Background: an optimization exercise with open tools, aiming at small area, a short achievable clock period and few clock cycles. Do not read the settings as production practice.
RTL that was checked went through simulation tests only; none was proved equivalent to the original.
Only the layout flow was run in runs 2 to 5; the RTL was not checked for function there.
Power and IR drop assume default switching activity.

===== flow/design.v =====
package prvs_pkg;
  localparam int SLOTS        = 16;
  localparam int SLOT_W       = 4;
  localparam int AGE_W        = 32;
  localparam int ONES_W       = 6;
  localparam int CMD_W        = 3;
  localparam int POLICY_W     = 2;
  localparam int IN_TDATA_W   = 40;
  localparam int OUT_TDATA_W  = 8;
  localparam logic [CMD_W-1:0] CMD_INSTALL = 3'd0;
  localparam logic [CMD_W-1:0] CMD_REMOVE  = 3'd1;
  localparam logic [CMD_W-1:0] CMD_AGE     = 3'd2;
  localparam logic [CMD_W-1:0] CMD_MARK    = 3'd3;
  localparam logic [CMD_W-1:0] CMD_SELECT  = 3'd4;
  localparam logic [POLICY_W-1:0] POL_AGE  = 2'd0;
  localparam logic [POLICY_W-1:0] POL_ONES = 2'd1;
  localparam logic [POLICY_W-1:0] POL_FIFO = 2'd2;
endpackage
import prvs_pkg::*;
module prvs_ctrl (
  input  logic       clk,
  input  logic       rst_n,
  input  logic       in_tvalid,
  input  logic [2:0] in_tuser,
  output logic       in_tready,
  input  logic       res_v,       
  input  logic [4:0] res_d,       
  output logic       out_tvalid,
  input  logic       out_tready,
  output logic [4:0] out_d
);
  localparam int QD = 4;          
  logic [2:0] cnt_r;              
  logic       rdy_r;
  logic       ov_r;
  logic [4:0] od_r;
  logic [4:0] q_r [QD];
  logic [1:0] wp_r, rp_r;
  logic [2:0] qn_r;
  logic take, out_free, qempty, push, pop, acc_sel;
  assign take     = ov_r && out_tready;
  assign out_free = !ov_r || out_tready;
  assign qempty   = (qn_r == 3'd0);
  assign pop      = out_free && !qempty;
  assign push     = res_v && !(out_free && qempty);
  assign acc_sel  = in_tvalid && rdy_r && (in_tuser == CMD_SELECT);
  always_ff @(posedge clk) begin
    if (!rst_n) begin
      cnt_r <= '0;
      rdy_r <= 1'b1;
      ov_r  <= 1'b0;
      wp_r  <= '0;
      rp_r  <= '0;
      qn_r  <= '0;
    end else begin
      cnt_r <= cnt_r + 3'(acc_sel) - 3'(take);
      rdy_r <= (cnt_r <= 3'(QD - 1));
      if (out_free) ov_r <= !qempty || res_v;
      if (push) wp_r <= wp_r + 1'b1;
      if (pop)  rp_r <= rp_r + 1'b1;
      qn_r <= qn_r + 3'(push) - 3'(pop);
    end
  end
  always_ff @(posedge clk) begin
    if (out_free) od_r <= qempty ? res_d : q_r[rp_r];
    if (push) q_r[wp_r] <= res_d;
  end
  assign in_tready  = rdy_r;
  assign out_tvalid = ov_r;
  assign out_d      = od_r;
endmodule
import prvs_pkg::*;
module prvs_datapath (
  input  logic              clk,
  input  logic              rst_n,
  input  logic              b_inst,      
  input  logic              b_rem,
  input  logic              b_wr,        
  input  logic              b_mark,
  input  logic              b_sel,
  input  logic              b_ones,      
  input  logic              b_fifo,      
  input  logic [SLOT_W-1:0] b_slot,
  input  logic [AGE_W-1:0]  b_key,       
  input  logic [ONES_W-1:0] b_pc,        
  output logic              res_v,
  output logic [4:0]        res_d
);
  logic [AGE_W-1:0]  age_r  [SLOTS];
  logic [ONES_W-1:0] ones_r [SLOTS];
  logic [SLOTS-1:0]  present_r;
  logic [SLOTS-1:0]  acc_r;
  logic [SLOTS-1:0] slot_oh;
  logic [SLOTS-1:0] wr_oh, inst_oh, rem_oh, mark_oh;
  always_comb begin
    slot_oh = '0;
    slot_oh[b_slot] = 1'b1;
  end
  assign wr_oh   = b_wr   ? slot_oh : '0;
  assign inst_oh = b_inst ? slot_oh : '0;
  assign rem_oh  = b_rem  ? slot_oh : '0;
  assign mark_oh = b_mark ? slot_oh : '0;
  logic [SLOTS-1:0] lt0, le0, lt1, le1;
  for (genvar j = 0; j < SLOTS; j++) begin : g_cmp
    logic alt, aeq, plt, peq;
    assign alt = b_key < age_r[j];
    assign aeq = b_key == age_r[j];
    assign plt = b_pc < ones_r[j];
    assign peq = b_pc == ones_r[j];
    assign lt0[j] = alt;
    assign le0[j] = alt | aeq;
    assign lt1[j] = plt | (peq & alt);
    assign le1[j] = plt | (peq & (alt | aeq));
  end
  for (genvar s = 0; s < SLOTS; s++) begin : g_tab
    always_ff @(posedge clk) begin
      if (wr_oh[s]) begin
        age_r[s]  <= b_key;
        ones_r[s] <= b_pc;
      end
    end
  end
  wire [SLOTS-1:0] p0 [SLOTS];        
  wire [SLOTS-1:0] p1 [SLOTS];        
  wire [SLOTS-1:0] pf [SLOTS];        
  logic [SLOTS-1:0] mv;               
  for (genvar i = 0; i < SLOTS; i++) begin : g_row
    for (genvar j = 0; j < SLOTS; j++) begin : g_col
      if (i < j) begin : g_pair
        logic o0_r, o1_r, of_r;
        always_ff @(posedge clk) begin
          if (wr_oh[i])      o0_r <= le0[j];
          else if (wr_oh[j]) o0_r <= !lt0[i];
          if (wr_oh[i])      o1_r <= le1[j];
          else if (wr_oh[j]) o1_r <= !lt1[i];
          if (inst_oh[i])          of_r <= 1'b0;
          else if (inst_oh[j])     of_r <= 1'b1;
          else if (mv[i] != mv[j]) of_r <= mv[j];
        end
        assign p0[i][j] = o0_r;
        assign p1[i][j] = o1_r;
        assign pf[i][j] = of_r;
      end else if (i > j) begin : g_mirror
        assign p0[i][j] = !p0[j][i];
        assign p1[i][j] = !p1[j][i];
        assign pf[i][j] = !pf[j][i];
      end else begin : g_diag
        assign p0[i][j] = 1'b1;
        assign p1[i][j] = 1'b1;
        assign pf[i][j] = 1'b1;
      end
    end
  end
  logic [SLOTS-1:0] cand, mask, win, red;
  logic             any_cand, fifo_sel;
  assign cand     = present_r & ~acc_r;
  assign any_cand = |cand;
  assign mask     = (b_fifo && any_cand) ? cand : present_r;
  assign fifo_sel = b_sel && b_fifo;
  for (genvar i = 0; i < SLOTS; i++) begin : g_red
    logic [SLOTS-1:0] beats;
    for (genvar j = 0; j < SLOTS; j++) begin : g_b
      assign beats[j] = b_fifo ? pf[i][j] : b_ones ? p1[i][j] : p0[i][j];
    end
    assign red[i] = &(~mask | beats);
    assign win[i] = mask[i] & red[i];
    assign mv[i]  = fifo_sel & present_r[i] & acc_r[i] & (!any_cand | red[i]);
  end
  always_ff @(posedge clk) begin
    if (!rst_n) begin
      present_r <= '0;
      acc_r     <= '0;
    end else begin
      present_r <= (present_r | inst_oh) & ~rem_oh;
      acc_r     <= (acc_r | mark_oh) & ~inst_oh & ~rem_oh & ~mv;
    end
  end
  logic [SLOT_W-1:0] win_idx;
  always_comb begin
    win_idx = '0;
    for (int k = 0; k < SLOTS; k++) begin
      if (win[k]) win_idx = win_idx | SLOT_W'(k);
    end
  end
  assign res_v = b_sel;
  assign res_d = {|present_r, win_idx};
endmodule
import prvs_pkg::*;
module page_replacement_victim_select_top (
  input  logic                   clk,
  input  logic                   rst_n,
  input  logic                   cfg_we,
  input  logic [POLICY_W-1:0]    cfg_wdata,
  input  logic                   in_tvalid,
  output logic                   in_tready,
  input  logic [IN_TDATA_W-1:0]  in_tdata,    
  input  logic [CMD_W-1:0]       in_tuser,    
  output logic                   out_tvalid,
  input  logic                   out_tready,
  output logic [OUT_TDATA_W-1:0] out_tdata,   
  output logic                   out_tuser    
);
  logic [POLICY_W-1:0] policy_r;
  always_ff @(posedge clk) begin
    if (!rst_n) begin
      policy_r <= POL_AGE;
    end else if (cfg_we) begin
      policy_r <= cfg_wdata;
    end
  end
  logic              a_v;
  logic [CMD_W-1:0]  a_cmd;
  logic [SLOT_W-1:0] a_slot;
  logic [AGE_W-1:0]  a_age;
  logic              a_ones, a_fifo;
  always_ff @(posedge clk) begin
    a_v    <= rst_n && in_tvalid && in_tready;
    a_cmd  <= in_tuser;
    a_slot <= in_tdata[SLOT_W-1:0];
    a_age  <= in_tdata[SLOT_W +: AGE_W];
    a_ones <= (policy_r == POL_ONES);
    a_fifo <= (policy_r == POL_FIFO);
  end
  function automatic logic [ONES_W-1:0] count_ones(input logic [AGE_W-1:0] v);
    logic [ONES_W-1:0] sum;
    sum = '0;
    for (int i = 0; i < AGE_W; i++) begin
      sum = sum + ONES_W'(v[i]);
    end
    count_ones = sum;
  endfunction
  logic              a_inst;
  logic [AGE_W-1:0]  a_key;
  logic [ONES_W-1:0] a_pc;
  assign a_inst = (a_cmd == CMD_INSTALL);
  assign a_key  = a_inst ? {AGE_W{a_ones}} : a_age;
  assign a_pc   = a_inst ? (a_ones ? ONES_W'(AGE_W) : '0) : count_ones(a_age);
  logic              b_inst, b_rem, b_wr, b_mark, b_sel, b_ones, b_fifo;
  logic [SLOT_W-1:0] b_slot;
  logic [AGE_W-1:0]  b_key;
  logic [ONES_W-1:0] b_pc;
  always_ff @(posedge clk) begin
    b_inst <= rst_n && a_v && (a_cmd == CMD_INSTALL);
    b_rem  <= rst_n && a_v && (a_cmd == CMD_REMOVE);
    b_wr   <= rst_n && a_v && ((a_cmd == CMD_INSTALL) || (a_cmd == CMD_AGE));
    b_mark <= rst_n && a_v && (a_cmd == CMD_MARK);
    b_sel  <= rst_n && a_v && (a_cmd == CMD_SELECT);
    b_ones <= a_ones;
    b_fifo <= a_fifo;
    b_slot <= a_slot;
    b_key  <= a_key;
    b_pc   <= a_pc;
  end
  logic       res_v;
  logic [4:0] res_d;
  logic [4:0] out_d;
  prvs_datapath u_datapath (
    .clk    (clk),
    .rst_n  (rst_n),
    .b_inst (b_inst),
    .b_rem  (b_rem),
    .b_wr   (b_wr),
    .b_mark (b_mark),
    .b_sel  (b_sel),
    .b_ones (b_ones),
    .b_fifo (b_fifo),
    .b_slot (b_slot),
    .b_key  (b_key),
    .b_pc   (b_pc),
    .res_v  (res_v),
    .res_d  (res_d)
  );
  prvs_ctrl u_ctrl (
    .clk        (clk),
    .rst_n      (rst_n),
    .in_tvalid  (in_tvalid),
    .in_tuser   (in_tuser),
    .in_tready  (in_tready),
    .res_v      (res_v),
    .res_d      (res_d),
    .out_tvalid (out_tvalid),
    .out_tready (out_tready),
    .out_d      (out_d)
  );
  assign out_tdata = OUT_TDATA_W'(out_d[3:0]);
  assign out_tuser = out_d[4];
endmodule

===== flow/run.sh =====
#!/bin/bash
# synth_recipe.tcl (not shown) runs the flow's synth.tcl, then flattens the netlist and writes it again
# the make line also repeats each setting of config.mk as NAME=value (left out here)
make -C /OpenROAD-flow-scripts/flow DESIGN_CONFIG=/design/flow/config.mk WORK_HOME=/design/flow/orfs CLKGATE_MAP_FILE= SYNTH_SCRIPT=/design/flow/synth_recipe.tcl finish

===== flow/config.mk =====
export PLATFORM = sky130hd
export DESIGN_NAME = page_replacement_victim_select_top
export DESIGN_NICKNAME = page_replacement_victim_select_top
export VERILOG_FILES = /design/flow/design.v
export SDC_FILE = /design/flow/constraint.sdc
export NUM_CORES = 4
export LEC_CHECK = 0
export CAP_MARGIN = 20
export CORE_MARGIN = 2
export CORE_UTILIZATION = 40
export SLEW_MARGIN = 20

===== flow/constraint.sdc =====
create_clock -name core_clock -period 10.0 [get_ports {clk}]
set_input_delay 2.0000 -clock core_clock [delete_from_list [all_inputs] [get_ports {clk}]]
set_output_delay 2.0000 -clock core_clock [all_outputs]
set_load 0.01 [all_outputs]

==> flow_metrics.env, run 1 <==
export IMPL_synth_cell_types=86
export IMPL_area_growth_pct=11.5
export IMPL_initial_core_util_pct=40.3
export IMPL_slew_headroom_pct=17.2
export IMPL_nNetsFinal=6157
export IMPL_ant_nets=0
export IMPL_post_cts_buffers=0
export IMPL_cts_root_buf="clkbuf_16"
export IMPL_core_sq_um=148000
export IMPL_vdd_drop_max_mv=0.153
export IMPL_synth_xor_area_share_pct=0.176
export IMPL_cts_resized_gates=0
export IMPL_post_route_cell_area_sq_um=66600
export IMPL_htreeDepth=4
export IMPL_antenna_found_initial=8
export IMPL_clock_sinks=1132
export IMPL_grt_use_total_pct=24.6
export IMPL_synth_mux_area_share_pct=2.44
export IMPL_hold_path_class="reg -> reg"
export IMPL_die_x_um=390
export IMPL_dieArea_sq_um=152000
export IMPL_synthSimpleGateAreaFrac_pct=8.90
export IMPL_dr_pass1_iters=6
export IMPL_grt_pass1_wl_mm=276
export IMPL_dieHeight_um=390
export IMPL_final_cells=7484
export IMPL_critical_path_class="reg -> reg"
export IMPL_synth_edf_count=873
export IMPL_dp_hpwl_mm=128
export IMPL_synth_async_sr_flop_share_pct=0
export IMPL_status="complete, no violations"
export IMPL_netlist_area_sq_um=59700
export IMPL_cts_buffers=130
export IMPL_yosysWarningCount=5
export IMPL_syn_area_per_cell_sq_um=11.1
export IMPL_tns_ps=0
export IMPL_fin_crit_ps=5740
export IMPL_vias=42074
export IMPL_rows=141
export IMPL_dpl_cell_area_sq_um=62400
export IMPL_grt_pass1_vias=41315
export IMPL_n_fill_cell=13698
export IMPL_dp_cells=7252
export IMPL_ys_seq_elements=1132
export IMPL_syn_inst=5387
export IMPL_ctsHoldBuffers=0
export IMPL_portBuffers=52
export IMPL_rsz0062_at_grt="no"
export IMPL_pre_cts_ws_ps=4460
export IMPL_cp_max_fo=70
export IMPL_leakage_uw=0.0284
export IMPL_via_per_inst=5.62
export IMPL_drt_total_wl_mm=189
export IMPL_power_density_nw_per_um2=182
export IMPL_worst_skew_pair_late_latency_ps=770
export IMPL_crit_required_ps=10650
export IMPL_yosys_most_used_dff="edfxtp_1"
export IMPL_synth_compound_area_share_pct=14.2
export IMPL_power_uw=12100
export IMPL_clockBufferDepth=3
export IMPL_setup_viol=0
export IMPL_drt_iter0_drc=3589
export IMPL_fin_worst_skew_ps=49.2
export IMPL_fin_crit_sh_pct=57.4
export IMPL_max_slew_worst_pin_slew_ps=1240
export IMPL_grt_max_degree=126
export IMPL_fmax_mhz=174
export IMPL_slew_violations=0
export IMPL_drv_cap=0
export IMPL_synth_top_family_by_area="adder cells"
export IMPL_layout_drive_gt1_share_pct=6.99
export IMPL_synth_fa_ha_area_share_pct=15.2
export IMPL_worst_slack_ps=4260
export IMPL_cts_tree="yes"
export IMPL_grt_overflow=0
export IMPL_drc=0
export IMPL_wl_per_cell_um=25.2
export IMPL_cp_end_kind="flip-flop"
export IMPL_place_gp_congestion=1.02
export IMPL_boundaryPins=61
export IMPL_ys_seq_area_share_pct=52.6
export IMPL_finalHoldViolations=0
export IMPL_clk_pin_slew_ps=60
export IMPL_worstPathArrival_ps=6390
export IMPL_startpoint_type="flip-flop"
power breakdown:
group,internal (uW),total (uW),switching [uW]
Clock,2680,4690,2020
Combinational,751,2070,1320
Sequential,5300,5370,70.0
Total,8730,12100,3410
placed cells by master (no fill, tap or decap), types with 110 or more instances in the layout:
cell       Yosys  final
nand4_1      129    129
buf_4         33    110
inv_1        704    692
ha_1         627    627
nor2_1       189    187
edfxtp_1     873    873
a21oi_1      383    382
dfxtp_1      259    257
o21a_1       110    110
a211oi_1     148    148
nand2_1      411    411
clkbuf_16      0    131
o21ai_0      331    331
mux2i_1      123    123
a21o_1       177    177
cells in the mapped netlist (25+ instances only):
cell type,count,area [sq um]
inv_1,704,2640
nor3_1,39,195
a211oi_1,148,1110
o21ai_0,331,1660
nand2b_1,25,156
nand3_1,69,345
nand2_1,411,1540
dfxtp_1,259,5180
buf_4,33,248
edfxtp_1,873,26200
o211ai_1,39,293
maj3_1,49,490
fa_1,26,521
clkbuf_1,141,529
nor2_1,189,709
buf_2,35,175
a21oi_1,383,1920
and2_1,42,263
nor4_1,43,269
mux2i_1,123,1230
o21a_1,110,826
and3_1,26,163
nand4_1,129,807
nor2b_1,58,363
a21o_1,177,1330
ha_1,627,7850
cell type report:
type	instances	area, sq um	area share (%)
multi-input combinational	3311	24500	36.8
sequential	1132	31400	47.2
tap	1930	2410	3.63
clock inverter	68	757	1.14
inverter	713	2680	4.02
antenna	1	2.50	0.00376
timing repair buffer	166	1420	2.13
clock buffer	163	3410	5.12
final timing paths:
path | from | endpoint | slack [ps] | cells past startpoint
min reg2reg | a_slot[1] | b_slot[1] | 310 | 0
max reg2reg | u_datapath.present_r[10] | u_datapath.g_row[6].g_col[14].g_pair.of_r | 4260 | 11
max | u_datapath.present_r[10] | u_datapath.g_row[6].g_col[14].g_pair.of_r | 4260 | 11
min | a_slot[1] | b_slot[1] | 310 | 0
flip-flops by register name, summed over array words and instances (netlist names), 4 cells and up, named ones only:
name / flops
u_datapath.g_row.g_col.g_pair.o1_r: 120
b_key: 32
b_pc: 6
a_slot: 4
u_datapath.present_r: 16
u_datapath.g_row.g_col.g_pair.of_r: 120
b_slot: 4
u_ctrl.od_r: 5
u_datapath.g_row.g_col.g_pair.o0_r: 120
u_datapath.acc_r: 16
u_datapath.ones_r: 96
u_ctrl.q_r: 20
a_age: 32
u_datapath.age_r: 512
per-layer routing:
| metal | wire (um) | track usage [%] | part of all wire, % | vias to the layer above |
|---|---|---|---|---|
| met4 | 7740 | 9.74 | 4.1 | 4 |
| met3 | 11500 | 3.87 | 6.1 | 366 |
| met2 | 86600 | 39.8 | 46 | 1382 |
| met5 | 23 | 0 | 0.012 | - |
| li1 | - | - | - | 19638 |
| met1 | 83100 | 33.1 | 44 | 20684 |
stage by stage:
stage	hold slack (ps)	utilization [%]
final	314	45.0
after global routing	317	45.0
after CTS	318	45.0
after detailed placement	314	42.1
after global placement	317	42.1
after floorplan	310	-
logic make-up (layout without fill, tap and decap cells):
logic type                 count (synthesis)  after routing
AOI/OAI and AO/OA                       1345           1345
xor gates and xnor gates                  12             12
adders and majority gates                722            722
buffers and inverters                    947           1110
DFF                                     1132           1132
muxes                                    138            138
other                                      1              5
and+or+nand+nor                         1090           1090
worst max-delay path: stages (launching register included):
cell	delay [ps]
dfxtp_1	560
inv_1	420
o2111a_1	430
nand4_4	340
buf_4	690
a21oi_2	410
a2111oi_0	740
nand4_1	200
o21ai_1	200
nand4_1	770
maj3_1	670
o21a_1	180
Testbench counts, summed over its fixed seeds: cycles 12,052.
==> run 2, diff against run 1 <==
--- a/flow/design.v
+++ b/flow/design.v
@@ -100,17 +100,38 @@
   assign inst_oh = b_inst ? slot_oh : '0;
   assign rem_oh  = b_rem  ? slot_oh : '0;
   assign mark_oh = b_mark ? slot_oh : '0;
-  logic [SLOTS-1:0] lt0, le0, lt1, le1;
+  function automatic logic [1:0] gp_tree32(input logic [AGE_W-1:0] g, input logic [AGE_W-1:0] p);
+    logic [AGE_W-1:0] gg, pp;
+    gg = g;
+    pp = p;
+    for (int w = 1; w < AGE_W; w = w * 2) begin
+      for (int i = 0; i < AGE_W; i = i + 2 * w) begin
+        gg[i] = gg[i + w] | (pp[i + w] & gg[i]);
+        pp[i] = pp[i + w] & pp[i];
+      end
+    end
+    gp_tree32 = {gg[0], pp[0]};
+  endfunction
+  function automatic logic [1:0] gp_tree6(input logic [ONES_W-1:0] g, input logic [ONES_W-1:0] p);
+    logic gh, ph, gl, pl, gm, pm;
+    gl = g[1] | (p[1] & g[0]);
+    pl = p[1] & p[0];
+    gm = g[3] | (p[3] & g[2]);
+    pm = p[3] & p[2];
+    gh = g[5] | (p[5] & g[4]);
+    ph = p[5] & p[4];
+    gm = gm | (pm & gl);
+    pm = pm & pl;
+    gp_tree6 = {gh | (ph & gm), ph & pm};
+  endfunction
+  logic [SLOTS-1:0] cin, c0, c1;
   for (genvar j = 0; j < SLOTS; j++) begin : g_cmp
-    logic alt, aeq, plt, peq;
-    assign alt = b_key < age_r[j];
-    assign aeq = b_key == age_r[j];
-    assign plt = b_pc < ones_r[j];
-    assign peq = b_pc == ones_r[j];
-    assign lt0[j] = alt;
-    assign le0[j] = alt | aeq;
-    assign lt1[j] = plt | (peq & alt);
-    assign le1[j] = plt | (peq & (alt | aeq));
+    logic [1:0] ta, to;
+    assign cin[j] = (b_slot < SLOT_W'(j));
+    assign ta = gp_tree32(~b_key & age_r[j], ~b_key | age_r[j]);
+    assign to = gp_tree6(~b_pc & ones_r[j], ~b_pc | ones_r[j]);
+    assign c0[j] = ta[1] | (ta[0] & cin[j]);
+    assign c1[j] = to[1] | (to[0] & c0[j]);
   end
   for (genvar s = 0; s < SLOTS; s++) begin : g_tab
     always_ff @(posedge clk) begin
@@ -129,10 +150,10 @@
       if (i < j) begin : g_pair
         logic o0_r, o1_r, of_r;
         always_ff @(posedge clk) begin
-          if (wr_oh[i])      o0_r <= le0[j];
-          else if (wr_oh[j]) o0_r <= !lt0[i];
-          if (wr_oh[i])      o1_r <= le1[j];
-          else if (wr_oh[j]) o1_r <= !lt1[i];
+          if (wr_oh[i])      o0_r <= c0[j];
+          else if (wr_oh[j]) o0_r <= !c0[i];
+          if (wr_oh[i])      o1_r <= c1[j];
+          else if (wr_oh[j]) o1_r <= !c1[i];
           if (inst_oh[i])          of_r <= 1'b0;
           else if (inst_oh[j])     of_r <= 1'b1;
           else if (mv[i] != mv[j]) of_r <= mv[j];
@@ -152,10 +173,9 @@
     end
   end
   logic [SLOTS-1:0] cand, mask, win, red;
-  logic             any_cand, fifo_sel;
+  logic             any_cand_r, fifo_sel;
   assign cand     = present_r & ~acc_r;
-  assign any_cand = |cand;
-  assign mask     = (b_fifo && any_cand) ? cand : present_r;
+  assign mask     = present_r & ~({SLOTS{b_fifo && any_cand_r}} & acc_r);
   assign fifo_sel = b_sel && b_fifo;
   for (genvar i = 0; i < SLOTS; i++) begin : g_red
     logic [SLOTS-1:0] beats;
@@ -164,13 +184,17 @@
     end
     assign red[i] = &(~mask | beats);
     assign win[i] = mask[i] & red[i];
-    assign mv[i]  = fifo_sel & present_r[i] & acc_r[i] & (!any_cand | red[i]);
+    assign mv[i]  = fifo_sel & present_r[i] & acc_r[i] & (!any_cand_r | red[i]);
   end
   always_ff @(posedge clk) begin
     if (!rst_n) begin
-      present_r <= '0;
-      acc_r     <= '0;
+      present_r  <= '0;
+      acc_r      <= '0;
+      any_cand_r <= 1'b0;
     end else begin
+      if (b_inst)                any_cand_r <= 1'b1;
+      else if (b_rem || b_mark)  any_cand_r <= |(cand & ~slot_oh);
+      else if (fifo_sel)         any_cand_r <= |present_r;
       present_r <= (present_r | inst_oh) & ~rem_oh;
       acc_r     <= (acc_r | mark_oh) & ~inst_oh & ~rem_oh & ~mv;
     end
==> run 2 against run 1 <==
  * Sequential power about the same
  * Largest cell class unchanged
  * Synthesized cell count fell by 9.4%
  * Die area shrank 8.0%
  * Routed wire length rose by 12%
==> flow_metrics.env, run 2 <==
export IMPL_critical_path_class="reg -> reg"
export IMPL_vias=41796
export IMPL_antenna_found_initial=6
export IMPL_yosysTopAreaCellShare_pct=47.8
export IMPL_synth_async_sr_flop_share_pct=0
export IMPL_worst_skew_pair_late_latency_ps=780
export IMPL_netlist_area_sq_um=54900
export IMPL_synth_cell_types=100
export IMPL_max_slew_worst_pin_slew_ps=1170
export IMPL_critical_path_buf_inv_count=1
export IMPL_hold_path_class="reg -> reg"
export IMPL_synth_commonest_cells="edfxtp_1 (873), nand2_1 (406), o21ai_0 (339)"
export IMPL_tns_ps=0
export IMPL_drv_cap=0
export IMPL_fin_crit_ps=5180
export IMPL_nNetsFinal=4984
export IMPL_drt_iter0_drc=4719
export IMPL_worstPathArrival_ps=5780
export IMPL_core_sq_um=136000
export IMPL_syn_inst=4880
export IMPL_pre_cts_ws_ps=4770
export IMPL_final_cell_mix="edfxtp_1 (873), nand2_1 (406), o21ai_0 (338), maj3_1 (267), dfxtp_1 (257)"
export IMPL_ys_seq_area_share_pct=57.2
export IMPL_dr_pass1_iters=8
export IMPL_place_gp_congestion=1.01
export IMPL_leakage_uw=0.0222
export IMPL_synth_edf_count=873
export IMPL_clock_sinks=1133
export IMPL_ys_seq_elements=1133
export IMPL_slew_headroom_pct=21.4
export IMPL_finalHoldViolations=0
export IMPL_rsz0062_at_grt="no"
export IMPL_drc=0
export IMPL_status="complete, no violations"
export IMPL_clk_pin_slew_ps=60
export IMPL_via_per_inst=6.17
export IMPL_syn_area_per_cell_sq_um=11.2
export IMPL_cts_root_buf="clkbuf_16"
export IMPL_grt_use_total_pct=29.5
export IMPL_crit_slowest_cell="o41ai_1"
export IMPL_grt_overflow=0
export IMPL_grt_pass1_wl_mm=297
export IMPL_crit_chain="inv_1, ha_1, nor3b_1, maj3_1, maj3_1, nor3b_1, o41ai_1, a221o_1, a21oi_1, a211oi_2, nand2_1, o21ai_0"
export IMPL_largest_register_ffs=512
export IMPL_dp_hpwl_mm=144
export IMPL_drt_total_wl_mm=211
export IMPL_fin_worst_skew_ps=34.8
export IMPL_post_cts_buffers=0
export IMPL_cp_max_fo=14
export IMPL_cp_end_kind="flip-flop"
export IMPL_dieHeight_um=374
export IMPL_yosysWarningCount=5
export IMPL_final_common_cell="edfxtp_1"
export IMPL_synth_top_cell_by_area="edfxtp_1"
export IMPL_yosys_most_used_dff="edfxtp_1"
export IMPL_initial_core_util_pct=40.4
export IMPL_wl_per_cell_um=31.2
export IMPL_htreeDepth=4
export IMPL_cts_tree="yes"
export IMPL_fmax_mhz=193
export IMPL_p_seq_share_pct=44.0
export IMPL_regMostFlops="u_datapath.age_r"
export IMPL_sw_frac_of_total_pct=27.9
export IMPL_p_switching_uw=3400
export IMPL_ctsHoldBuffers=0
export IMPL_rows=135
export IMPL_setup_viol=0
export IMPL_crit_required_ps=10590
export IMPL_timing_hold_ws_ps=327
export IMPL_layout_drive_gt1_share_pct=10.5
export IMPL_die_x_um=374
export IMPL_power_density_nw_per_um2=198
export IMPL_grt_pass1_vias=39858
export IMPL_cts_buffers=130
export IMPL_pwr_share_clk_pct=39.6
export IMPL_cp_top_family="compound AO/OA/AOI/OAI gates"
export IMPL_cts_resized_gates=0
export IMPL_clockBufferDepth=3
export IMPL_yosysMostFrequentCell="edfxtp_1"
export IMPL_slew_violations=0
export IMPL_ant_nets=0
export IMPL_final_util_pct=45.5
export IMPL_worst_slack_ps=4820
export IMPL_critPathMaxStageDelay_ps=830
export IMPL_area_growth_pct=12.6
export IMPL_portBuffers=52
export IMPL_grt_max_degree=94
export IMPL_intPower_uw=8810
export IMPL_dieArea_sq_um=140000
export IMPL_fin_crit_sh_pct=51.8
export IMPL_synthTopCellsByArea="edfxtp_1 (48%), dfxtp_1 (9.5%), maj3_1 (4.9%)"
export IMPL_startpoint_type="flip-flop"
export IMPL_comb_power_share_pct=16.4
export IMPL_vdd_drop_max_mv=0.189
export IMPL_boundaryPins=61
[run 2: changes by cell type in the layout (fill, tap and decap cells not counted), sizes merged, moves of 111 or more]
cell    previous run  this run
maj3              69       275
ha               627        21
nand4            133        20
o22ai              1       172
a21oi            387       257
a21o             177        57
inv              713       238
a211oi           148        37
[run 2: final cells by class]
class                           count  area, sq um
Antenna cell                        5         12.5
Clock buffer                      172         3600
Clock inverter                     63          717
Fill cell                       12622        74000
Inverter                          238          895
Multi-Input combinational cell   3179        21200
Sequential cell                  1133        31400
Tap cell                         1781         2230
Timing Repair Buffer              205         1680
[run 2: worst paths after layout]
check / endpoint / depth (start not counted) / slack [ps] / from
worst min register to register: b_slot[1] / 0 / 330 / a_slot[1]
worst min-delay path: b_slot[1] / 0 / 330 / a_slot[1]
worst max register to register: u_datapath.g_row[1].g_col[15].g_pair.o0_r / 12 / 4820 / b_slot[0]
worst max-delay path: u_datapath.g_row[1].g_col[15].g_pair.o0_r / 12 / 4820 / b_slot[0]
[run 2: stage by stage]
| step | total power, uW | instance area (sq um) | std cells |
|---|---|---|---|
| after global routing | 12700 | 61800 | 6772 |
| after CTS | 12300 | 61800 | 6770 |
| final | 12200 | 61800 | 6776 |
| after floorplan | 6750 | 54900 | 4883 |
| after detailed placement | 7460 | 57400 | 6535 |
| after global placement | 7430 | 57400 | 6533 |
[run 2: kinds of logic after synthesis]
kind of cell	count (synthesis)	synth area share, %
AO/OA/AOI/OAI	1434	17.5
AND/OR/NAND/NOR	1229	10.8
flip-flops	1133	57.2
buffers and inverters	571	4.25
adder cells (fa/ha/maj)	322	6.46
multiplexers	178	3.51
XOR/XNOR	12	0.191
other	1	0.00683
[run 2: power groups by stage]
stage	Combinational [uW]	Clock [uW]	Sequential, uW
global route	2200	5080	5380
CTS	1990	4890	5380
finish	2000	4840	5380
global placement	1950	0	5470
detailed placement	1980	0	5470
floorplan	1250	0	5500
[run 2: routing by layer]
layer  wire length [um]  track usage, %  share of wire [%]  up-vias
met4              13200            16.0                6.3        4
met3              15700            4.26                7.4      455
met1              84800            38.5                 40    20952
li1                   -               -                  -    18325
met5                 23               0              0.011        -
met2              97400            47.5                 46     2060
==> run 3, diff against run 2 <==
--- a/flow/config.mk
+++ b/flow/config.mk
@@ -5,7 +5,9 @@
 export SDC_FILE = /design/flow/constraint.sdc
 export NUM_CORES = 4
 export LEC_CHECK = 0
+export ABC_CLOCK_PERIOD_IN_PS = 3500
 export CAP_MARGIN = 20
 export CORE_MARGIN = 2
 export CORE_UTILIZATION = 40
+export SETUP_SLACK_MARGIN = 5
 export SLEW_MARGIN = 20
==> run 3 against run 2 <==
  * Still clean on timing, DRC and antenna
  * Hold slack is essentially flat
  * Register-to-register slack gained 220 ps
  * Via count is essentially flat
  * Setup slack gained 220 ps
  * Largest power group unchanged
  * Highest routed layer unchanged
==> flow_metrics.env, run 3 <==
export IMPL_largest_register_ffs=512
export IMPL_critPathMaxStageDelay_ps=840
export IMPL_cp_max_fo=93
export IMPL_synth_cell_types=100
export IMPL_n_fill_cell=12620
export IMPL_yosysWarningCount=5
export IMPL_dieHeight_um=374
export IMPL_synth_edf_count=873
export IMPL_grt_pass1_vias=39880
export IMPL_layout_drive_gt1_share_pct=10.6
export IMPL_antenna_found_initial=8
export IMPL_synthSimpleGateAreaFrac_pct=10.8
export IMPL_dr_pass1_iters=6
export IMPL_rsz0062_at_grt="yes"
export IMPL_worstPathArrival_ps=5660
export IMPL_synth_compound_area_share_pct=17.5
export IMPL_ctsHoldBuffers=0
export IMPL_synth_commonest_cells="edfxtp_1 (873), nand2_1 (406), o21ai_0 (339)"
export IMPL_yosysTopAreaCellShare_pct=47.8
export IMPL_synth_mux_area_share_pct=3.51
export IMPL_via_per_inst=6.17
export IMPL_synth_top_cell_by_area="edfxtp_1"
export IMPL_worst_skew_pair_late_latency_ps=780
export IMPL_highest_layer="met5"
export IMPL_vias=41803
export IMPL_cts_root_buf="clkbuf_16"
export IMPL_cp_end_kind="flip-flop"
export IMPL_clk_pin_slew_ps=60
export IMPL_synth_fa_ha_area_share_pct=6.46
export IMPL_pre_cts_ws_ps=4770
export IMPL_fin_worst_skew_ps=32.5
export IMPL_regMostFlops="u_datapath.age_r"
export IMPL_drt_met1_wl_mm=85.3
export IMPL_cts_tree="yes"
export IMPL_boundaryPins=61
export IMPL_drt_iter0_drc=4675
export IMPL_fin_crit_ps=4970
export IMPL_syn_area_per_cell_sq_um=11.2
export IMPL_dp_hpwl_mm=144
export IMPL_startpoint_type="flip-flop"
export IMPL_syn_inst=4880
export IMPL_fin_crit_sh_pct=49.7
export IMPL_final_common_cell="edfxtp_1"
export IMPL_netlist_area_sq_um=54900
export IMPL_critical_path_class="reg -> reg"
export IMPL_leakage_uw=0.0223
export IMPL_crit_required_ps=10690
export IMPL_drc=0
export IMPL_grt_pass1_wl_mm=297
export IMPL_final_cell_mix="edfxtp_1 (873), nand2_1 (405), o21ai_0 (338), maj3_1 (266), dfxtp_1 (257)"
export IMPL_met3_length_mm=15.3
export IMPL_synth_top_family_by_area="compound AO/OA/AOI/OAI gates"
export IMPL_fmax_mhz=201
export IMPL_core_sq_um=136000
export IMPL_grt_overflow=0
export IMPL_tns_ps=0
export IMPL_status="complete, no violations"
export IMPL_finalHoldViolations=0
export IMPL_crit_top_cell="a21oi_1"
export IMPL_setup_viol=0
export IMPL_synth_async_sr_flop_share_pct=0
export IMPL_max_slew_worst_pin_slew_ps=1250
export IMPL_grt_use_total_pct=29.5
export IMPL_wl_per_cell_um=31.2
export IMPL_ant_nets=0
export IMPL_wl_met2_mm=97.6
export IMPL_dieArea_sq_um=140000
export IMPL_ys_seq_elements=1133
export IMPL_clock_sinks=1133
export IMPL_nNetsFinal=4987
export IMPL_drv_cap=0
export IMPL_clockBufferDepth=3
export IMPL_hold_path_class="reg -> reg"
export IMPL_die_x_um=374
export IMPL_power_uw=12200
export IMPL_yosysMostFrequentCell="edfxtp_1"
export IMPL_synthTopCellsByArea="edfxtp_1 (48%), dfxtp_1 (9.5%), maj3_1 (4.9%)"
export IMPL_vdd_drop_max_mv=0.189
export IMPL_worst_slack_ps=5030
export IMPL_yosys_most_used_dff="edfxtp_1"
export IMPL_initial_core_util_pct=40.4
export IMPL_portBuffers=52
export IMPL_synth_xor_area_share_pct=0.191
export IMPL_ys_seq_area_share_pct=57.2
export IMPL_crit_chain="buf_12, mux2i_1, o22ai_1, a21oi_1, o211ai_1, nor4_1, o2111a_1, buf_4, inv_1, maj3_1, a21oi_1"
export IMPL_area_growth_pct=12.7
export IMPL_dp_cells=6535
export IMPL_final_cells=6776
export IMPL_place_gp_congestion=1.01
export IMPL_slew_violations=0
export IMPL_cts_buffers=130
export IMPL_drt_total_wl_mm=211
export IMPL_crit_slowest_cell="mux2i_1"
export IMPL_rows=135
export IMPL_grt_max_degree=94
export IMPL_htreeDepth=4
export IMPL_power_density_nw_per_um2=197
export IMPL_slew_headroom_pct=16.8
==> run 3: path summary, 6_finish.rpt <==
path	from	cells past startpoint	slack (ps)	end
worst max-delay path	b_ones	11	5030	u_datapath.g_row[8].g_col[14].g_pair.of_r
worst max register to register	b_ones	11	5030	u_datapath.g_row[8].g_col[14].g_pair.of_r
worst min-delay path	a_slot[1]	0	330	b_slot[1]
worst min register to register	a_slot[1]	0	330	b_slot[1]
==> run 3: cell families after synthesis <==
logic type      after synthesis
buf+inv                     571
other cells                   1
compound gates             1434
simple gates               1229
fa+ha+maj                   322
xor+xnor                     12
mux                         178
flops                      1133
==> run 3: per-layer routing <==
layer  up-vias  GRT usage (%)
li1      18342              -
met1     20986           38.4
met2      1993           47.5
met3       474           4.46
met4         8           16.0
met5         -              0
==> run 3: cell type report <==
type | count | area [sq um] | share of cell area (%)
Sequential cell | 1133 | 31400 | 50.8
Inverter | 238 | 895 | 1.45
Clock buffer | 172 | 3600 | 5.82
Clock inverter | 63 | 717 | 1.16
Antenna cell | 2 | 5.00 | 0.00809
Multi-Input combinational cell | 3179 | 21300 | 34.4
Tap cell | 1781 | 2230 | 3.60
Timing Repair Buffer | 208 | 1710 | 2.77
==> run 3: worst max-delay path: cells and delay by family, from the launching register on <==
kind / cells / cell delay [ps]
AO/OA/AOI/OAI: 5 / 1070
multiplexers: 1 / 840
flip-flops: 1 / 650
buffers and inverters: 3 / 1020
adder cells (fa/ha/maj): 1 / 370
AND/OR/NAND/NOR: 1 / 750
==> run 3: stage by stage <==
stage          cell area [sq um]  hold WS [ps]  utilization, %
6_report                   61900           327            45.5
5_1_grt                    61800           339            45.5
4_1_cts                    61800           329            45.5
3_5_place_dp               57400           314            42.3
3_3_place_gp               57400           314            42.3
2_1_floorplan              54900           310               -
==> run 3: report_power, final <==
| group | leakage [uW] | internal, uW | total (uW) | switching, uW |
|---|---|---|---|---|
| Clock | 0.00210 | 2800 | 4840 | 2040 |
| Combinational | 0.0101 | 719 | 2000 | 1280 |
| Sequential | 0.0100 | 5290 | 5380 | 83.9 |
| Total | 0.0223 | 8810 | 12200 | 3410 |
==> run 3: repair_timing <==
| item | in CTS | in global routing |
|---|---|---|
| setup endpoints to repair | 33 | 29 |
| hold endpoints to repair | 0 | 0 |
| resized for setup | 2 | 3 |
| pin swaps | 1 | 0 |
| setup buffers | 2 | 2 |
==> run 4, diff against run 3 <==
--- a/flow/design.v
+++ b/flow/design.v
@@ -44,6 +44,11 @@
   assign pop      = out_free && !qempty;
   assign push     = res_v && !(out_free && qempty);
   assign acc_sel  = in_tvalid && rdy_r && (in_tuser == CMD_SELECT);
+  logic [2:0] cnt_up, cnt_dn, qn_free, qn_held;
+  assign cnt_up  = cnt_r + 3'd1;
+  assign cnt_dn  = cnt_r - 3'd1;
+  assign qn_held = qn_r + 3'(res_v);
+  assign qn_free = qempty ? 3'd0 : qn_r - 3'd1 + 3'(res_v);
   always_ff @(posedge clk) begin
     if (!rst_n) begin
       cnt_r <= '0;
@@ -53,12 +58,16 @@
       rp_r  <= '0;
       qn_r  <= '0;
     end else begin
-      cnt_r <= cnt_r + 3'(acc_sel) - 3'(take);
+      case ({acc_sel, take})
+        2'b10:   cnt_r <= cnt_up;
+        2'b01:   cnt_r <= cnt_dn;
+        default: cnt_r <= cnt_r;
+      endcase
       rdy_r <= (cnt_r <= 3'(QD - 1));
       if (out_free) ov_r <= !qempty || res_v;
       if (push) wp_r <= wp_r + 1'b1;
       if (pop)  rp_r <= rp_r + 1'b1;
-      qn_r <= qn_r + 3'(push) - 3'(pop);
+      qn_r <= out_free ? qn_free : qn_held;
     end
   end
   always_ff @(posedge clk) begin
@@ -80,6 +89,7 @@
   input  logic              b_sel,
   input  logic              b_ones,      
   input  logic              b_fifo,      
+  input  logic              a_fifo,      
   input  logic [SLOT_W-1:0] b_slot,
   input  logic [AGE_W-1:0]  b_key,       
   input  logic [ONES_W-1:0] b_pc,        
@@ -133,6 +143,11 @@
     assign c0[j] = ta[1] | (ta[0] & cin[j]);
     assign c1[j] = to[1] | (to[0] & c0[j]);
   end
+  logic [SLOTS-1:0] q0, q1;
+  for (genvar j = 0; j < SLOTS; j++) begin : g_q
+    assign q0[j] = slot_oh[j] | (cin[j] ? c0[j] : !c0[j]);
+    assign q1[j] = slot_oh[j] | (cin[j] ? c1[j] : !c1[j]);
+  end
   for (genvar s = 0; s < SLOTS; s++) begin : g_tab
     always_ff @(posedge clk) begin
       if (wr_oh[s]) begin
@@ -150,10 +165,10 @@
       if (i < j) begin : g_pair
         logic o0_r, o1_r, of_r;
         always_ff @(posedge clk) begin
-          if (wr_oh[i])      o0_r <= c0[j];
-          else if (wr_oh[j]) o0_r <= !c0[i];
-          if (wr_oh[i])      o1_r <= c1[j];
-          else if (wr_oh[j]) o1_r <= !c1[i];
+          if (wr_oh[i] || wr_oh[j]) begin
+            o0_r <= q0[i] & q0[j];
+            o1_r <= q1[i] & q1[j];
+          end
           if (inst_oh[i])          of_r <= 1'b0;
           else if (inst_oh[j])     of_r <= 1'b1;
           else if (mv[i] != mv[j]) of_r <= mv[j];
@@ -173,9 +188,9 @@
     end
   end
   logic [SLOTS-1:0] cand, mask, win, red;
-  logic             any_cand_r, fifo_sel;
+  logic             any_cand_r, any_cand_nx, fa_r, fifo_sel;
   assign cand     = present_r & ~acc_r;
-  assign mask     = present_r & ~({SLOTS{b_fifo && any_cand_r}} & acc_r);
+  assign mask     = present_r & ~({SLOTS{fa_r}} & acc_r);
   assign fifo_sel = b_sel && b_fifo;
   for (genvar i = 0; i < SLOTS; i++) begin : g_red
     logic [SLOTS-1:0] beats;
@@ -186,15 +201,21 @@
     assign win[i] = mask[i] & red[i];
     assign mv[i]  = fifo_sel & present_r[i] & acc_r[i] & (!any_cand_r | red[i]);
   end
+  always_comb begin
+    if (b_inst)                any_cand_nx = 1'b1;
+    else if (b_rem || b_mark)  any_cand_nx = |(cand & ~slot_oh);
+    else if (fifo_sel)         any_cand_nx = |present_r;
+    else                       any_cand_nx = any_cand_r;
+  end
   always_ff @(posedge clk) begin
     if (!rst_n) begin
       present_r  <= '0;
       acc_r      <= '0;
       any_cand_r <= 1'b0;
+      fa_r       <= 1'b0;
     end else begin
-      if (b_inst)                any_cand_r <= 1'b1;
-      else if (b_rem || b_mark)  any_cand_r <= |(cand & ~slot_oh);
-      else if (fifo_sel)         any_cand_r <= |present_r;
+      any_cand_r <= any_cand_nx;
+      fa_r       <= any_cand_nx && a_fifo;
       present_r <= (present_r | inst_oh) & ~rem_oh;
       acc_r     <= (acc_r | mark_oh) & ~inst_oh & ~rem_oh & ~mv;
     end
@@ -288,6 +309,7 @@
     .b_sel  (b_sel),
     .b_ones (b_ones),
     .b_fifo (b_fifo),
+    .a_fifo (a_fifo),
     .b_slot (b_slot),
     .b_key  (b_key),
     .b_pc   (b_pc),
==> flow/flow/run.sh (new file) <==
#!/bin/bash
# Layout flow: the standard layout (standard.sh, unchanged synthesis and
# steps), with the timing repair steps asked to close to a tighter internal
# target than the 10 ns clock so the achieved period is short. The clock,
# SDC and every other setting are the design's.
set -euo pipefail
export SETUP_SLACK_MARGIN=6.3
bash standard.sh > standard.log 2>&1
==> flow/standard.sh (new file) <==
#!/bin/bash
# synth_recipe.tcl (not shown) runs the flow's synth.tcl, then flattens the netlist and writes it again
# the make line also repeats each setting of config.mk as NAME=value (left out here)
make -C /OpenROAD-flow-scripts/flow DESIGN_CONFIG=/design/flow/config.mk WORK_HOME=/design/flow/orfs CLKGATE_MAP_FILE= SYNTH_SCRIPT=/design/flow/synth_recipe.tcl "${@:-finish}"
--- a/flow/config.mk
+++ b/flow/config.mk
@@ -9,5 +9,4 @@
 export CAP_MARGIN = 20
 export CORE_MARGIN = 2
 export CORE_UTILIZATION = 40
-export SETUP_SLACK_MARGIN = 5
 export SLEW_MARGIN = 20
removed: flow/run.sh
==> run 4 against run 3 <==
  * Clock power shrank 6.0%
  * Hold slack improved by 34 ps
  * Design area increased by 7.4%
  * Routed wire length decreased by 3.0%
  * Combinational power grew 64%
  * Flip-flop and latch count rose by 1
  * Critical path depth rose by 3
  * Sequential share of layout area is 3.4 points lower
  * Setup slack improved by 240 ps
  * Clock skew up 15 ps
  * Critical path type unchanged
==> flow_metrics.env, run 4 <==
export IMPL_ys_seq_area_share_pct=57.8
export IMPL_fmax_mhz=211
export IMPL_crit_top_cell="fa_2"
export IMPL_synth_top_cell_by_area="edfxtp_1"
export IMPL_critPathMaxStageDelay_ps=700
export IMPL_hold_start="a_fifo"
export IMPL_hold_path_class="reg -> reg"
export IMPL_max_slew_worst_pin_slew_ps=1160
export IMPL_grt_overflow=0
export IMPL_cp_end_kind="flip-flop"
export IMPL_n_fill_cell=11769
export IMPL_antenna_cells=0
export IMPL_startpoint_type="flip-flop"
export IMPL_boundaryPins=61
export IMPL_power_density_nw_per_um2=199
export IMPL_yosys_most_used_dff="edfxtp_1"
export IMPL_syn_area_per_cell_sq_um=11.4
export IMPL_final_common_cell="edfxtp_1"
export IMPL_rsz0062_at_grt="yes"
export IMPL_antenna_found_initial=5
export IMPL_crit_slowest_cell="fa_2"
export IMPL_final_cell_mix="edfxtp_1 (873), nor2_1 (396), nand2_1 (370), maj3_1 (301), dfxtp_1 (233)"
export IMPL_htreeDepth=3
export IMPL_worst_slack_ps=5270
export IMPL_initial_core_util_pct=40.2
export IMPL_clockBufferDepth=3
export IMPL_layout_drive_gt1_share_pct=19.6
export IMPL_crit_required_ps=10630
export IMPL_area_growth_pct=22.1
export IMPL_place_gp_congestion=0.999
export IMPL_synth_edf_count=873
export IMPL_drt_total_wl_mm=205
export IMPL_regMostFlops="u_datapath.age_r"
export IMPL_grt_pass1_vias=38865
export IMPL_dp_cells=6451
export IMPL_dp_hpwl_mm=129
export IMPL_synthTopCellsByArea="edfxtp_1 (48%), dfxtp_1 (9.6%), maj3_1 (5.7%)"
export IMPL_cts_buffers=121
export IMPL_vias=41856
export IMPL_largest_register_ffs=512
export IMPL_rr_startpoint="a_age[0]"
export IMPL_drv_cap=0
export IMPL_hold_depth=0
export IMPL_syn_inst=4773
export IMPL_crit_chain="inv_2, fa_2, fa_2, fa_2, fa_1, fa_2, fa_1, inv_2, ha_4, fa_2, a21o_1, a21oi_2, xor2_1, nor2_1"
export IMPL_dieHeight_um=373
export IMPL_core_sq_um=135000
export IMPL_use_met2_pct=44.5
export IMPL_fin_worst_skew_ps=47.7
export IMPL_fin_crit_ps=4730
export IMPL_clock_sinks=1134
export IMPL_top_usage_layer="met2"
export IMPL_hold_end="b_fifo"
export IMPL_nNetsFinal=5129
export IMPL_ant_nets=0
export IMPL_tns_ps=0
export IMPL_critical_path_class="reg -> reg"
export IMPL_r2r_cells=14
export IMPL_finalHoldViolations=0
export IMPL_ys_seq_elements=1134
export IMPL_cts_tree="yes"
export IMPL_wl_per_cell_um=29.6
export IMPL_grt_max_degree=65
export IMPL_r2r_end="b_pc[4]"
export IMPL_worst_skew_pair_late_latency_ps=780
export IMPL_dr_pass1_iters=6
export IMPL_timing_hold_ws_ps=361
export IMPL_vdd_drop_max_mv=0.192
export IMPL_worstPathArrival_ps=5370
export IMPL_netlist_area_sq_um=54400
export IMPL_yosysWarningCount=5
export IMPL_drt_iter0_drc=5387
export IMPL_synth_cell_types=107
export IMPL_cp_max_fo=2
export IMPL_slew_headroom_pct=22.7
export IMPL_gr_usage_met1_pct=36.4
export IMPL_via_per_inst=6.05
export IMPL_die_x_um=373
export IMPL_portBuffers=52
export IMPL_yosysMostFrequentCell="edfxtp_1"
export IMPL_drc=0
export IMPL_fin_crit_sh_pct=47.3
export IMPL_yosysTopAreaCellShare_pct=48.2
export IMPL_clk_pin_slew_ps=60
export IMPL_final_cells=6920
export IMPL_r2r_slack_ps=5270
export IMPL_setup_viol=0
export IMPL_use_met3_pct=4.78
export IMPL_pre_cts_ws_ps=4530
export IMPL_slew_violations=0
export IMPL_dieArea_sq_um=139000
export IMPL_grt_pass1_wl_mm=280
export IMPL_rows=135
export IMPL_synth_async_sr_flop_share_pct=0
export IMPL_grt_use_total_pct=27.8
export IMPL_synth_commonest_cells="edfxtp_1 (873), nor2_1 (458), nand2_1 (379)"
export IMPL_leakage_uw=0.0238
export IMPL_cts_root_buf="clkbuf_16"
export IMPL_status="complete, no violations"
[run 4: changes by cell type after synthesis, sizes merged, moves of 31 or more]
cell    previous run  this run
nor2             253       460
o21ai            352       196
a21oi            257       174
clkbuf           226       157
maj3             275       315
nand3             79        40
o21a              65       103
o22ai            172       136
o221ai            43        76
mux2              68        37
nand2b            90       121
[run 4: metrics by stage]
step	power, uW	utilization [%]	area [sq um]
finish	13200	49.1	66400
floorplan	6960	-	54500
global placement	7750	42.1	56900
global route	13700	49.1	66400
detailed placement	7790	42.1	57000
CTS	12800	47.1	63700
[run 4: worst max-delay path: cells and delay by family (launching register included)]
| family | cells | cell delay (ps) |
|---|---|---|
| and+or+nand+nor | 1 | 50 |
| xor gates and xnor gates | 1 | 150 |
| AOI/OAI and AO/OA | 2 | 300 |
| adders and majority gates | 8 | 3670 |
| DFF | 1 | 330 |
| buffers and inverters | 2 | 90 |
[run 4: how the worst max path moves through the flow]
stage,start,endpoint,slack [ps]
floorplan,a_age[27],b_pc[4],5600
global placement,b_key[3],u_datapath.g_row[11].g_col[14].g_pair.o1_r,4570
detailed placement,b_key[3],u_datapath.g_row[11].g_col[13].g_pair.o1_r,4530
CTS,a_age[0],b_pc[4],5260
global route,a_age[0],b_pc[4],5130
finish,a_age[0],b_pc[4],5270
[run 4: cell families (layout without fill, tap and decap cells)]
kind of cell / count (synthesis) / count (layout) / synth area share, %
AOI/OAI and AO/OA: 1167 / 1168 / 15.2
xor gates and xnor gates: 21 / 21 / 0.338
adders and majority gates: 361 / 361 / 7.21
buffers and inverters: 538 / 900 / 4.22
DFF: 1134 / 1134 / 57.8
muxes: 156 / 156 / 3.07
other: 1 / 4 / 0.00689
and+or+nand+nor: 1395 / 1395 / 12.2
[run 4: what timing repair did]
action / in CTS / in global routing
pin swaps: 57 / 117
setup buffers: 98 / 105
hold buffers: 0 / 0
setup endpoints to repair: 1075 / 753
gates cloned: 17 / 20
gates resized for setup: 340 / 361
[run 4: final cells by class]
cell class / count / area (sq um) / area share [%]
clock buffer: 162 / 3380 / 5.08
sequential: 1134 / 31500 / 47.5
timing repair inverter: 3 / 23.8 / 0.0358
multi-input combinational: 3105 / 22600 / 34.0
timing repair buffer: 417 / 4860 / 7.32
tap: 1781 / 2230 / 3.35
clock inverter: 67 / 643 / 0.968
inverter: 251 / 1180 / 1.78
[run 4: where the power goes]
part / switching [uW] / internal, uW
Combinational: 1930 / 1350
Sequential: 73.0 / 5320
Clock: 1970 / 2580
Total: 3970 / 9260
[run 4: per-layer routing]
metal / routed length, um / vias to the layer above / share of wire, %
li1: - / 18317 / -
met1: 81800 / 20878 / 40
met2: 93900 / 2178 / 46
met3: 17700 / 481 / 8.6
met4: 11700 / 2 / 5.7
met5: 8 / - / 0.0039
==> run 5, diff against run 4 <==
--- a/flow/flow/run.sh
+++ b/flow/flow/run.sh
@@ -4,5 +4,5 @@
 # target than the 10 ns clock so the achieved period is short. The clock,
 # SDC and every other setting are the design's.
 set -euo pipefail
-export SETUP_SLACK_MARGIN=6.3
+export SETUP_SLACK_MARGIN=6.6
 bash standard.sh > standard.log 2>&1
==> run 5 against run 4 <==
  * Count of clock-buffer cells in the layout increased by 7
  * Global-route usage is 2.2 points higher
  * Sequential power about the same
  * Critical path depth unchanged
  * Final cell count rose by 3.5%
  * Largest cell class unchanged
  * Non-clock buffer count up 237
  * Clock skew is 11 ps lower
  * Design area increased by 8.8%
  * First-iteration DRC count is 3.2% higher
==> flow_metrics.env, run 5 <==
export IMPL_synth_commonest_cells="edfxtp_1 (873), nor2_1 (458), nand2_1 (379)"
export IMPL_fin_crit_ps=4800
export IMPL_yosys_most_used_dff="edfxtp_1"
export IMPL_place_gp_congestion=1.05
export IMPL_n_fill_cell=11141
export IMPL_fmax_mhz=208
export IMPL_largest_register_ffs=512
export IMPL_cp_end_kind="flip-flop"
export IMPL_worstPathArrival_ps=5420
export IMPL_rows=135
export IMPL_p_seq_share_pct=39.3
export IMPL_syn_inst=4773
export IMPL_drt_iter0_drc=5558
export IMPL_drv_cap=0
export IMPL_power_uw=13700
export IMPL_nNetsFinal=5370
export IMPL_antenna_found_initial=4
export IMPL_boundaryPins=61
export IMPL_yosysMostFrequentCell="edfxtp_1"
export IMPL_final_common_cell="edfxtp_1"
export IMPL_clockBufferDepth=3
export IMPL_vias=44393
export IMPL_antenna_cells=0
export IMPL_hold_path_class="reg -> reg"
export IMPL_dp_hpwl_mm=129
export IMPL_ys_seq_elements=1134
export IMPL_synthTopCellsByArea="edfxtp_1 (48%), dfxtp_1 (9.6%), maj3_1 (5.7%)"
export IMPL_max_slew_worst_pin_slew_ps=1150
export IMPL_synth_top_cell_by_area="edfxtp_1"
export IMPL_drc=0
export IMPL_hold_start="a_ones"
export IMPL_area_growth_pct=32.9
export IMPL_synth_cell_types=107
export IMPL_grt_max_degree=66
export IMPL_regArea_sq_um=31500
export IMPL_slew_headroom_pct=23.2
export IMPL_cts_root_buf="clkbuf_16"
export IMPL_grt_pass1_vias=41625
export IMPL_multiInputGateArea_sq_um=25000
export IMPL_final_cell_mix="edfxtp_1 (873), nand2_1 (351), buf_4 (306), nor2_1 (278), dfxtp_1 (226)"
export IMPL_cts_buffers=121
export IMPL_pwr_share_clk_pct=33.4
export IMPL_comb_power_share_pct=27.3
export IMPL_yosysWarningCount=5
export IMPL_fin_worst_skew_ps=36.8
export IMPL_regMostFlops="u_datapath.age_r"
export IMPL_dr_pass1_iters=10
export IMPL_vdd_drop_max_mv=0.172
export IMPL_clk_pin_slew_ps=60
export IMPL_yosysTopAreaCellShare_pct=48.2
export IMPL_crit_start="a_age[0]"
export IMPL_slew_violations=0
export IMPL_cp_max_fo=2
export IMPL_p_switching_uw=4230
export IMPL_power_density_nw_per_um2=190
export IMPL_synth_async_sr_flop_share_pct=0
export IMPL_portBuffers=52
export IMPL_dieHeight_um=373
export IMPL_sw_frac_of_total_pct=30.8
export IMPL_setup_viol=0
export IMPL_initial_core_util_pct=40.2
export IMPL_status="complete, no violations"
export IMPL_finalHoldViolations=0
export IMPL_rsz0062_at_grt="yes"
export IMPL_htreeDepth=3
export IMPL_via_per_inst=6.20
export IMPL_startpoint_type="flip-flop"
export IMPL_clock_sinks=1134
export IMPL_die_x_um=373
export IMPL_ys_seq_area_share_pct=57.8
export IMPL_grt_overflow=0
export IMPL_synth_edf_count=873
export IMPL_tns_ps=0
export IMPL_core_sq_um=135000
export IMPL_intPower_uw=9510
export IMPL_leakage_uw=0.0263
export IMPL_ant_nets=0
export IMPL_layout_drive_gt1_share_pct=31.4
export IMPL_syn_area_per_cell_sq_um=11.4
export IMPL_crit_required_ps=10630
export IMPL_netlist_area_sq_um=54400
export IMPL_dieArea_sq_um=139000
export IMPL_final_util_pct=53.4
export IMPL_grt_pass1_wl_mm=302
export IMPL_drt_total_wl_mm=223
export IMPL_critical_path_class="reg -> reg"
export IMPL_cts_tree="yes"
export IMPL_rr_startpoint="a_age[0]"
export IMPL_wl_per_cell_um=31.1
export IMPL_grt_use_total_pct=30.1
export IMPL_worst_skew_pair_late_latency_ps=790
export IMPL_fin_crit_sh_pct=48.0
-- run 5: cell counts after synthesis --
No cell type changed its count.
-- run 5: critical path: stages (launching register included) --
cell and delay [ps]:
dfxtp_2 330, inv_2 40, fa_2 700, fa_2 500, fa_2 540, fa_1 430
fa_2 500, fa_1 520, inv_2 50, ha_4 160, fa_2 370, a21o_1 170
a21oi_2 130, xor2_1 150, nor2_1 50
-- run 5: layout make-up --
class	count	area share, %
clock buffers	169	4.72
clock inverters	63	0.919
inverters	251	1.78
multi-input cells	3106	34.6
flip-flops and latches	1134	43.6
well taps	1781	3.08
repair buffers	654	11.2
repair inverters	6	0.0640
-- run 5: logic make-up after synthesis --
| kind of cell | Yosys count | share of synthesized area (%) |
|---|---|---|
| and+or+nand+nor | 1395 | 12.2 |
| adders and majority gates | 361 | 7.21 |
| other | 1 | 0.00689 |
| muxes | 156 | 3.07 |
| AOI/OAI and AO/OA | 1167 | 15.2 |
| xor gates and xnor gates | 21 | 0.338 |
| buffers and inverters | 538 | 4.22 |
| DFF | 1134 | 57.8 |
-- run 5: path summary, 6_finish.rpt --
| kind | slack, ps | depth (start not counted) | to |
|---|---|---|---|
| worst min-delay path | 360 | 0 | b_ones |
| worst max register to register | 5200 | 14 | b_pc[4] |
| worst min register to register | 360 | 0 | b_ones |
| worst max-delay path | 5200 | 14 | b_pc[4] |
-- run 5: what timing repair did --
action | in CTS | in global routing
hold buffers | 0 | 0
pin swaps | 224 | 290
buffers inserted | 281 | 121
hold endpoints to repair | 0 | 0
endpoints found under the setup margin | 1127 | 718
gates cloned | 53 | 20
gates resized for setup | 947 | 665
-- run 5: metal layers --
layer	wire, um	share of wire [%]	global-route usage (%)
met1	84300	38	38.6
met2	99300	45	47.0
met3	22700	10	6.76
met4	16600	7.5	16.7
met5	27	0.012	0
-- run 5: through the flow --
step           cells  cell area (sq um)  hold slack (ps)  worst slack, ps
2_1_floorplan   4776              54500              310             5600
3_3_place_gp    6457              57000              370             4560
3_5_place_dp    6457              57000              367             4490
4_1_cts         7023              68500              383             5230
5_1_grt         7164              72300              375             5070
6_report        7164              72300              355             5200
-- run 5: power by group through the flow --
stage / combinational, uW / sequential, uW / clock, uW
finish: 3750 / 5400 / 4590
global route: 3910 / 5410 / 4810
CTS: 3200 / 5400 / 4620
detailed placement: 2320 / 5490 / 0
global placement: 2280 / 5490 / 0
floorplan: 1440 / 5520 / 0
==> run 6, diff against run 5 <==
--- a/flow/design.v
+++ b/flow/design.v
@@ -253,33 +253,40 @@
       policy_r <= cfg_wdata;
     end
   end
+  function automatic logic [3:0] count_ones8(input logic [7:0] v);
+    logic sa, ca, sb, cb, sc, cc, s0, cd, ts, tc, s1, tc2;
+    {ca, sa} = 2'(v[0]) + 2'(v[1]) + 2'(v[2]);
+    {cb, sb} = 2'(v[3]) + 2'(v[4]) + 2'(v[5]);
+    {cc, sc} = 2'(v[6]) + 2'(v[7]);
+    {cd, s0} = 2'(sa) + 2'(sb) + 2'(sc);
+    {tc, ts} = 2'(ca) + 2'(cb) + 2'(cc);
+    {tc2, s1} = 2'(ts) + 2'(cd);
+    count_ones8 = {tc & tc2, tc ^ tc2, s1, s0};
+  endfunction
   logic              a_v;
   logic [CMD_W-1:0]  a_cmd;
   logic [SLOT_W-1:0] a_slot;
   logic [AGE_W-1:0]  a_age;
+  logic [15:0]       a_pc8;
   logic              a_ones, a_fifo;
   always_ff @(posedge clk) begin
     a_v    <= rst_n && in_tvalid && in_tready;
     a_cmd  <= in_tuser;
     a_slot <= in_tdata[SLOT_W-1:0];
     a_age  <= in_tdata[SLOT_W +: AGE_W];
+    for (int k = 0; k < 4; k++) begin
+      a_pc8[4*k +: 4] <= count_ones8(in_tdata[SLOT_W + 8*k +: 8]);
+    end
     a_ones <= (policy_r == POL_ONES);
     a_fifo <= (policy_r == POL_FIFO);
   end
-  function automatic logic [ONES_W-1:0] count_ones(input logic [AGE_W-1:0] v);
-    logic [ONES_W-1:0] sum;
-    sum = '0;
-    for (int i = 0; i < AGE_W; i++) begin
-      sum = sum + ONES_W'(v[i]);
-    end
-    count_ones = sum;
-  endfunction
   logic              a_inst;
   logic [AGE_W-1:0]  a_key;
   logic [ONES_W-1:0] a_pc;
   assign a_inst = (a_cmd == CMD_INSTALL);
   assign a_key  = a_inst ? {AGE_W{a_ones}} : a_age;
-  assign a_pc   = a_inst ? (a_ones ? ONES_W'(AGE_W) : '0) : count_ones(a_age);
+  assign a_pc   = a_inst ? (a_ones ? ONES_W'(AGE_W) : '0) :
+                  ONES_W'(a_pc8[3:0]) + ONES_W'(a_pc8[7:4]) + ONES_W'(a_pc8[11:8]) + ONES_W'(a_pc8[15:12]);
   logic              b_inst, b_rem, b_wr, b_mark, b_sel, b_ones, b_fifo;
   logic [SLOT_W-1:0] b_slot;
   logic [AGE_W-1:0]  b_key;
==> flow/run.sh (new file) <==
#!/bin/bash
# synth_recipe.tcl (not shown) runs the flow's synth.tcl, then flattens the netlist and writes it again
# the make line also repeats each setting of config.mk as NAME=value (left out here)
make -C /OpenROAD-flow-scripts/flow DESIGN_CONFIG=/design/flow/config.mk WORK_HOME=/design/flow/orfs CLKGATE_MAP_FILE= SYNTH_SCRIPT=/design/flow/synth_recipe.tcl finish
--- a/flow/config.mk
+++ b/flow/config.mk
@@ -9,4 +9,5 @@
 export CAP_MARGIN = 20
 export CORE_MARGIN = 2
 export CORE_UTILIZATION = 40
+export SETUP_SLACK_MARGIN = 5
 export SLEW_MARGIN = 20
removed: flow/flow/run.sh
removed: flow/standard.sh
==> run 6 against run 5 <==
  * Still clean
  * Die area is 0.28% higher
  * Utilization shrank 8.4 points
  * Non-clock buffer count down 483
  * Clock power rose by 1%
  * First-iteration DRC count down 19%
  * Sequential share of layout area up 8.4 points
  * Highest routed layer unchanged
==> flow_metrics.env, run 6 <==
export IMPL_intPower_uw=8820
export IMPL_cp_top_family="compound AO/OA/AOI/OAI gates"
export IMPL_ctsHoldBuffers=0
export IMPL_comb_power_share_pct=17.8
export IMPL_tns_ps=0
export IMPL_status="complete, no violations"
export IMPL_largest_register_ffs=512
export IMPL_area_growth_pct=11.8
export IMPL_critical_path_buf_inv_count=2
export IMPL_syn_area_per_cell_sq_um=11.3
export IMPL_r2r_cells=13
export IMPL_htreeDepth=3
export IMPL_dr_pass1_iters=8
export IMPL_cp_depth=13
export IMPL_grt_max_degree=92
export IMPL_core_sq_um=135000
export IMPL_grt_overflow=0
export IMPL_wl_per_cell_um=26.5
export IMPL_crit_required_ps=10460
export IMPL_regMostFlops="u_datapath.age_r"
export IMPL_crit_chain="inv_1, ha_1, nor2b_1, a211o_1, a211oi_1, nor4_1, a211oi_1, o211ai_1, nand2_1, mux2i_1, a2111oi_4, buf_4, nor2_1"
export IMPL_vdd_drop_max_mv=0.201
export IMPL_dieArea_sq_um=139000
export IMPL_cts_buffers=119
export IMPL_cts_root_buf="clkbuf_16"
export IMPL_cp_end_kind="flip-flop"
export IMPL_cts_tree="yes"
export IMPL_timing_hold_ws_ps=365
export IMPL_yosysTopAreaCellShare_pct=48.0
export IMPL_place_gp_congestion=0.984
export IMPL_clock_sinks=1150
export IMPL_cp_max_fo=15
export IMPL_hold_path_class="reg -> reg"
export IMPL_synth_commonest_cells="edfxtp_1 (873), nor2_1 (517), nand2_1 (406)"
export IMPL_n_fill_cell=12372
export IMPL_synthTopCellsByArea="edfxtp_1 (48%), dfxtp_1 (10%), maj3_1 (4.9%)"
export IMPL_fin_crit_sh_pct=48.9
export IMPL_portBuffers=52
export IMPL_dp_hpwl_mm=122
export IMPL_synth_top_cell_by_area="edfxtp_1"
export IMPL_grt_pass1_wl_mm=257
export IMPL_ys_seq_elements=1150
export IMPL_p_switching_uw=3500
export IMPL_ys_seq_area_share_pct=58.2
export IMPL_vias=39378
export IMPL_worst_skew_pair_late_latency_ps=770
export IMPL_yosysWarningCount=5
export IMPL_worstPathArrival_ps=5360
export IMPL_startpoint_type="flip-flop"
[run 6: cell types whose count changed after synthesis, moves of 10 or more]
cell      previous run  this run
a21oi_1            169       198
dfxtp_1            261       277
ha_1                21        31
inv_1              229       243
maj3_1             309       265
maj3_2               6        22
mux2_2              37         8
mux2i_1            114       128
nand2_1            379       406
nor2_1             458       517
o211ai_1            44        29
o21a_1             103        75
o21ai_1              4        16
o221ai_1            76        61
[run 6: kinds of logic (layout without fill, tap and decap cells)]
kind of cell    Yosys count  count (layout)  share of synthesized area, %
mux                     144             144                          2.79
simple gates           1490            1490                          12.9
other cells               1               6                       0.00687
flops                  1150            1150                          58.2
fa+ha+maj               343             343                          6.94
xor+xnor                 22              22                         0.353
buf+inv                 556             656                          4.48
compound gates         1125            1125                          14.3
[run 6: per-layer routing]
metal	global-route usage, %	share of wire, %
met1	33.6	42
met2	40.0	46
met3	3.85	7.3
met4	11.1	4.7
met5	0	0.0073
[run 6: through the flow]
stage / setup WS, ps / std cells / cell area (sq um) / utilization (%) / power (uW)
floorplan: 6340 / 4834 / 54600 / - / 6910
global placement: 4870 / 6487 / 56800 / 41.9 / 7700
detailed placement: 4820 / 6487 / 56800 / 41.9 / 7740
CTS: 5050 / 6713 / 61000 / 45.0 / 12400
global route: 5010 / 6715 / 61000 / 45.1 / 12800
finish: 5110 / 6717 / 61000 / 45.1 / 12300
[run 6: final cells by class]
class | count | area (sq um) | share of cell area (%)
flip-flops and latches | 1150 | 31800 | 52.0
multi-input cells | 3128 | 20500 | 33.6
clock buffers | 162 | 3380 | 5.54
well taps | 1781 | 2230 | 3.65
repair buffers | 171 | 1450 | 2.38
inverters | 259 | 977 | 1.60
clock inverters | 64 | 739 | 1.21
diodes | 2 | 5.00 | 0.00820
[run 6: power by group through the flow]
stage / Clock (uW) / Sequential, uW / Combinational (uW)
final: 4650 / 5470 / 2190
after global routing: 4910 / 5480 / 2370
after CTS: 4720 / 5470 / 2180
after detailed placement: 0 / 5570 / 2160
after global placement: 0 / 5570 / 2130
after floorplan: 0 / 5610 / 1300
[run 6: what timing repair did]
| action | CTS | global route |
|---|---|---|
| resized for setup | 5 | 7 |
| endpoints found under the setup margin | 48 | 59 |
| setup buffers | 0 | 1 |
| cloned | 0 | 0 |
| pin swaps | 0 | 1 |
[run 6: how the worst min path moves through the flow]
stage / endpoint / depth (start not counted) / start / slack [ps]
after floorplan: b_slot[0] / 0 / a_slot[0] / 310
after global placement: b_fifo / 0 / a_fifo / 340
after detailed placement: b_fifo / 0 / a_fifo / 340
after CTS: b_fifo / 0 / a_fifo / 350
after global routing: b_fifo / 0 / a_fifo / 360
final: b_fifo / 0 / a_fifo / 370
Testbench counts of run 6, summed over its fixed seeds: cycles 12,052.

Re-timed with assumed drivers on the ports (clkbuf_16 on the clock, buf_2 on other inputs), run 6 has 5.106 ns of setup slack against 5.106 ns with ideal ports, and 5.106 ns once port delays also move by the mid clock arrival of 0.823 ns.
